Context: an optimization exercise on an open-source flow, tuned for small area. The choices shown serve that exercise and are no tape-out recipe. Power is estimated from default activity; no workload was simulated.

## run 1
// video_ctrl
module video_ctrl (
    input  logic        clk,
    input  logic        reset_n,
    input  vid_pkg::cmd_t        cmd_in,
    input  logic [31:0] addr_data_in,
    output logic        req,
    output logic [31:0] req_addr,
    output logic        hsync,
    output logic        vsync,
    output logic        hblank,
    output logic        vblank,
    output logic [7:0]  red,
    output logic [7:0]  green,
    output logic [7:0]  blue,
    output logic        underrun
);
==> flow/config.mk <==
export PLATFORM = sky130hd
export DESIGN_NAME = video_ctrl
export DESIGN_NICKNAME = video_ctrl
export VERILOG_FILES = /design/flow/design.v
export SDC_FILE = /design/flow/constraint.sdc
export NUM_CORES = 4
export LEC_CHECK = 0
export CAP_MARGIN = 0
export CORE_MARGIN = 2
export CORE_UTILIZATION = 60
export SLEW_MARGIN = 0
==> flow/constraint.sdc <==
create_clock -name core_clock -period 5.0 [get_ports {clk}]
set_input_delay 1.0000 -clock core_clock [delete_from_list [all_inputs] [get_ports {clk}]]
set_output_delay 1.0000 -clock core_clock [all_outputs]
set_load 0.01 [all_outputs]
standard.sh (not shown) runs the stock make flow with config.mk's settings and CLKGATE_MAP_FILE= SYNTH_SCRIPT=/design/flow/synth_recipe.tcl, a recipe that flattens the netlist after the stock synthesis.
==> flow/flow/run.sh <==
#!/bin/bash
# Standard ORFS layout with three changes: an area-oriented ABC mapping script,
# the smallest buffer on the I/O ports, and a clock tree with larger sink
# clusters and no dummy loads.
set -euo pipefail
S=$PWD/scripts_mod
rm -rf "$S"
cp -r "$FLOW_HOME/scripts" "$S"
cp flow/abc.script "$S/abc_speed.script"
bash standard.sh SCRIPTS_DIR="$S" \
  "BUFFER_PORTS_ARGS=-buffer_cell sky130_fd_sc_hd__buf_1" \
  "CTS_ARGS=-sink_clustering_enable -repair_clock_nets -dont_use_dummy_load -buf_list sky130_fd_sc_hd__clkbuf_8 -sink_clustering_size 16 -sink_clustering_max_diameter 40" \
  finish > standard.log 2>&1
==> flow/flow/abc.script <==
strash
ifraig
scorr
dc2
strash
dch -f
map -D 4500
topo
buffer -c
upsize -c
dnsize -c
Having completed the whole flow, run 1 delivered a layout that passed the timing, DRC and antenna checks.
--- input diff run 1..run 2 ---
-- flow/flow/run.sh --
<<< run 1, line 12
  "CTS_ARGS=-sink_clustering_enable -repair_clock_nets -dont_use_dummy_load -buf_list sky130_fd_sc_hd__clkbuf_8 -sink_clustering_size 16 -sink_clustering_max_diameter 40" \
>>> run 2, line 12
  "CTS_ARGS=-sink_clustering_enable -repair_clock_nets -dont_use_dummy_load -buf_list sky130_fd_sc_hd__clkbuf_8 -sink_clustering_size 20 -sink_clustering_max_diameter 50" \
-- flow/flow/abc.script --
<<< run 1, line 6
>>> run 2, line 6
&get -n
&deepsyn -T 60
&put
--- outcome ---
The sole clean run among run 1 and run 2 is run 1. Status run 2: flow complete, layout not clean - negative setup slack. Looking at clock group total power, run 2 sits about 23% lower than run 1 does. Per the comparison of run 2 with run 1, later-pin clock latency in the skew report was more or less identical, cell area after technology mapping now sits lower. Taking run 1 as the reference, in run 2 wire length decreased by about 2.4% relative to the old numbers; mean instance size in the synthesized netlist went up by 0.16 um2. [compare] base=run 1 new=run 2: share of the synthesized area in compound gates (AO/OA/AOI/OAI) went up, post-synthesis xor/xnor area fraction went down.
The inputs of run 3 differ from those of run 2 as listed below.
Settings: swapping 60 for 70 in CORE_UTILIZATION.
-- flow/flow/run.sh --
<<< run 2, line 12
  "CTS_ARGS=-sink_clustering_enable -repair_clock_nets -dont_use_dummy_load -buf_list sky130_fd_sc_hd__clkbuf_8 -sink_clustering_size 20 -sink_clustering_max_diameter 50" \
>>> run 3, line 12
  "CTS_ARGS=-sink_clustering_enable -repair_clock_nets -dont_use_dummy_load -buf_list sky130_fd_sc_hd__clkbuf_8 -sink_clustering_size 20 -sink_clustering_max_diameter 40" \
-- flow/flow/abc.script --
<<< run 2, line 6
&get -n
&deepsyn -T 60
&put
>>> run 3, line 6
==> run notes <==
- Run 3 ended with every stage complete and zero timing, DRC or antenna violations.
- Looking only at mean post-synth cell area, and setting everything else aside, the higher value of run 2 and run 3 goes to run 2.
- From run 2 to run 3 the numbers moved as follows: final core utilization climbed 10 points, tapcell count has decreased.
- Looking at run 2 and run 3, the global-route wire length before repair is a wash.
- Depth of the worst register-to-register path (run 3 vs. run 2) decreases by more than a quarter
- The number of violations reported at the end of detailed-routing iteration 0 reported for run 3 is greater than that of run 2 by about 5%.
Input-level comparison between run 4 and run 3:
Settings: CORE_UTILIZATION changed from 70 to 60; PLACE_DENSITY newly set to 0.85.
### Flow results
On worst setup slack, the lower figure sits with run 4, not run 3.
Relative to run 3, global-route met1 utilization decreased by 9.2 points in run 4.
Run 4 and run 3 ended up with nearly the same relative area of clock buffers and inverters in the final design.
The fraction of layout cells with a size suffix above 1 in run 4 sits 0.16 points below the value recorded for run 3.
Diff run 4 and run 3: combined global-route utilization of all metal layers higher in run 3
Comparing critical path data arrival time for run 4 and run 3, the smaller number came from run 3.
The inputs of run 5 differ from those of run 4 as listed below.
Settings: removing PLACE_DENSITY (formerly 0.85).
-- flow/flow/run.sh --
<<< run 4, line 12
  "CTS_ARGS=-sink_clustering_enable -repair_clock_nets -dont_use_dummy_load -buf_list sky130_fd_sc_hd__clkbuf_8 -sink_clustering_size 20 -sink_clustering_max_diameter 40" \
>>> run 5, line 12
  "CTS_ARGS=-sink_clustering_enable -repair_clock_nets -dont_use_dummy_load -buf_list {sky130_fd_sc_hd__clkbuf_8 sky130_fd_sc_hd__clkbuf_16} -sink_clustering_size 20 -sink_clustering_max_diameter 50" \
[summary]
In the tables for run 4 and run 5, clock power reads higher with run 5. First-pass GRT wire length (higher): run 5. Static leakage power (higher): run 5. Routed via count divided by cell count (higher): run 4. On run 5: combined buffer and inverter count along the critical path is 1 higher than what run 4 gave. Going from run 4 to run 5, combinational share of power shrinks by 0.6 points. Compared with run 4, run 5 instantiates a smaller number of standard cells. Re met3 track utilization from global routing: run 5 is 2.4 points down on run 4. Comparing the two runs side by side, run 5 comes out ahead of run 4 on setup slack after layout.
Function was not checked in any run of this note: the RTL went through the layout flow alone.

========
Another version of the RTL of video_ctrl (not shown whole).
Size: roughly 640 flip-flops, ~99 I/O pins.
// video_ctrl
module video_ctrl (
    input  logic        clk,
    input  logic        reset_n,
    input  vid_pkg::cmd_t        cmd_in,
    input  logic [31:0] addr_data_in,
    output logic        req,
    output logic [31:0] req_addr,
    output logic        hsync,
    output logic        vsync,
    output logic        hblank,
    output logic        vblank,
    output logic [7:0]  red,
    output logic [7:0]  green,
    output logic [7:0]  blue,
    output logic        underrun
);
export LEC_CHECK = 0
export CAP_MARGIN = 20
export CORE_MARGIN = 2
export CORE_UTILIZATION = 40
export CTS_BUF_LIST = sky130_fd_sc_hd__clkbuf_16
export CTS_CLUSTER_DIAMETER = 60
export CTS_CLUSTER_SIZE = 30
export SLEW_MARGIN = 20
create_clock -name core_clock -period 5.0 [get_ports {clk}]
run.sh (not shown) runs the stock make flow with config.mk's settings and CLKGATE_MAP_FILE= SYNTH_SCRIPT=/design/flow/synth_recipe.tcl, a recipe that flattens the netlist after the stock synthesis.
Stock flow here: none of the scripts above is used.
Rerun with:
==> flow/flow/run.sh (new file) <==
#!/bin/bash
# Standard ORFS layout with three changes: an area-oriented ABC mapping script,
# the smallest buffer on the I/O ports, and a clock tree with larger sink
# clusters and no dummy loads.
set -euo pipefail
S=$PWD/scripts_mod
rm -rf "$S"
cp -r "$FLOW_HOME/scripts" "$S"
cp flow/abc.script "$S/abc_speed.script"
bash standard.sh SCRIPTS_DIR="$S" \
  "BUFFER_PORTS_ARGS=-buffer_cell sky130_fd_sc_hd__buf_1" \
  "CTS_ARGS=-sink_clustering_enable -repair_clock_nets -dont_use_dummy_load -buf_list sky130_fd_sc_hd__clkbuf_16 -sink_clustering_size 30 -sink_clustering_max_diameter 80" \
  finish > standard.log 2>&1
==> flow/flow/abc.script (new file) <==
strash
ifraig
scorr
dc2
strash
dch -f
map -D 4500
topo
==> flow/standard.sh (new file) <==
#!/bin/bash
# synth_recipe.tcl (not shown) runs the flow's synth.tcl, then flattens the netlist and writes it again
# the make line also repeats each setting of config.mk as NAME=value (left out here)
make -C /OpenROAD-flow-scripts/flow DESIGN_CONFIG=/design/flow/config.mk WORK_HOME=/design/flow/orfs CLKGATE_MAP_FILE= SYNTH_SCRIPT=/design/flow/synth_recipe.tcl "${@:-finish}"
- CORE_UTILIZATION: 40 -> 60
- CTS_BUF_LIST: sky130_fd_sc_hd__clkbuf_16 -> unset
- CTS_CLUSTER_DIAMETER: 60 -> unset
- CTS_CLUSTER_SIZE: 30 -> unset
removed: flow/run.sh
What happened:
- worst hold slack improved by 0.040 ns
- design area decreases by 9.4%
- core utilization increases by 21 points
- final cell count goes down by 5.1%
- sequential cell count does not change
- sequential power shrinks by 7.2%
- first-iteration DRC count went down by 5.5%
- power decreases by 27%
- worst setup slack gets worse by 1.2 ns
- clock skew grows by 0.0066 ns
- critical path depth rises by 21
Rerun with:
==> flow/run.sh (new file) <==
#!/bin/bash
# synth_recipe.tcl (not shown) runs the flow's synth.tcl, then flattens the netlist and writes it again
# the make line also repeats each setting of config.mk as NAME=value (left out here)
make -C /OpenROAD-flow-scripts/flow DESIGN_CONFIG=/design/flow/config.mk WORK_HOME=/design/flow/orfs CLKGATE_MAP_FILE= SYNTH_SCRIPT=/design/flow/synth_recipe.tcl finish
- CTS_BUF_LIST: unset -> sky130_fd_sc_hd__clkbuf_16
- CTS_CLUSTER_DIAMETER: unset -> 80
- CTS_CLUSTER_SIZE: unset -> 30
removed: flow/flow/run.sh
removed: flow/flow/abc.script
removed: flow/standard.sh
Wire length went up by a few percent.
Worst hold slack gains 0.032 ns.
Total power came out higher by about a fifth.
Non-clock buffer count went down by 16.
Rerun with:
==> flow/flow/run.sh (new file) <==
#!/bin/bash
# Standard ORFS layout with three changes: an area-oriented ABC mapping script,
# the smallest buffer on the I/O ports, and a clock tree with larger sink
# clusters and no dummy loads.
set -euo pipefail
S=$PWD/scripts_mod
rm -rf "$S"
cp -r "$FLOW_HOME/scripts" "$S"
cp flow/abc.script "$S/abc_speed.script"
bash standard.sh SCRIPTS_DIR="$S" \
  "BUFFER_PORTS_ARGS=-buffer_cell sky130_fd_sc_hd__buf_1" \
  "CTS_ARGS=-sink_clustering_enable -repair_clock_nets -dont_use_dummy_load -buf_list sky130_fd_sc_hd__clkbuf_16 -sink_clustering_size 30 -sink_clustering_max_diameter 80" \
  finish > standard.log 2>&1
==> flow/flow/abc.script (new file) <==
strash
ifraig
scorr
dc2
strash
dch -f
map -D 4500
topo
buffer -c
upsize -c
dnsize -c
==> flow/standard.sh (new file) <==
#!/bin/bash
# synth_recipe.tcl (not shown) runs the flow's synth.tcl, then flattens the netlist and writes it again
# the make line also repeats each setting of config.mk as NAME=value (left out here)
make -C /OpenROAD-flow-scripts/flow DESIGN_CONFIG=/design/flow/config.mk WORK_HOME=/design/flow/orfs CLKGATE_MAP_FILE= SYNTH_SCRIPT=/design/flow/synth_recipe.tcl "${@:-finish}"
- CTS_BUF_LIST: sky130_fd_sc_hd__clkbuf_16 -> unset
- CTS_CLUSTER_DIAMETER: 80 -> unset
- CTS_CLUSTER_SIZE: 30 -> unset
removed: flow/run.sh
Wire length decreases by 5.1%; die area is lower by 4.5%; global-route usage shrinks by 0.17 points; area after synthesis goes down by 4.5%; worst hold slack loses 0.12 ns; critical path depth is higher by 21.
No functional check of the RTL was part of any run of this note.

## re-timing with driven ports
The results above use ideal ports. As a check the final layouts listed here were re-extracted and re-timed, cells and wires unchanged. Step 1: set_driving_cell puts a clkbuf_16 on clk and a buf_2 on each other input, an assumption about the parent block. Step 2, shift: input delay + t, output delay - t, t = (earliest + latest rising clock arrival at the registers) / 2. This alone moves slack from input paths to output paths. Three values: ideal, step 1, step 2; two values: the first two.
| run | t (ns) | setup WS [ns] | worst register clock-pin slew, ns | worst slew at a driven data input, ns | pins driven straight from the clock port |
|---|---|---|---|---|---|
| run 1 | 0.709 | 0.531 / 0.531 / 0.531 | 0.09 / 0.09 | 0.04 | 1 |
| run 2 | 0.709 | -0.128 / -0.128 / -0.128 | 0.12 / 0.12 | 0.10 | 1 |
| run 3 | 0.678 | 0.363 / 0.363 / 0.363 | 0.10 / 0.10 | 0.07 | 1 |
| run 4 | 0.695 | 0.360 / 0.360 / 0.360 | 0.11 / 0.11 | 0.08 | 1 |
| run 5 | 0.656 | 0.452 / 0.452 / 0.452 | 0.08 / 0.08 | 0.04 | 1 |
| the first run of note 2 | 0.683 | 1.400 / 1.400 / 1.376 | 0.11 / 0.11 | 0.16 | 1 |
| the second run of note 2 | 0.663 | 0.162 / 0.162 / 0.162 | 0.11 / 0.11 | 0.06 | 1 |
| the third run of note 2 | 0.673 | 1.231 / 1.231 / 1.180 | 0.11 / 0.11 | 0.05 | 1 |
| the fourth run of note 2 | 0.617 | 0.180 / 0.180 / 0.180 | 0.11 / 0.11 | 0.07 | 1 |
The setup slack of the third run of note 2, which loses most, moves by 0.000 ns with the drivers and by -0.051 ns with both steps.
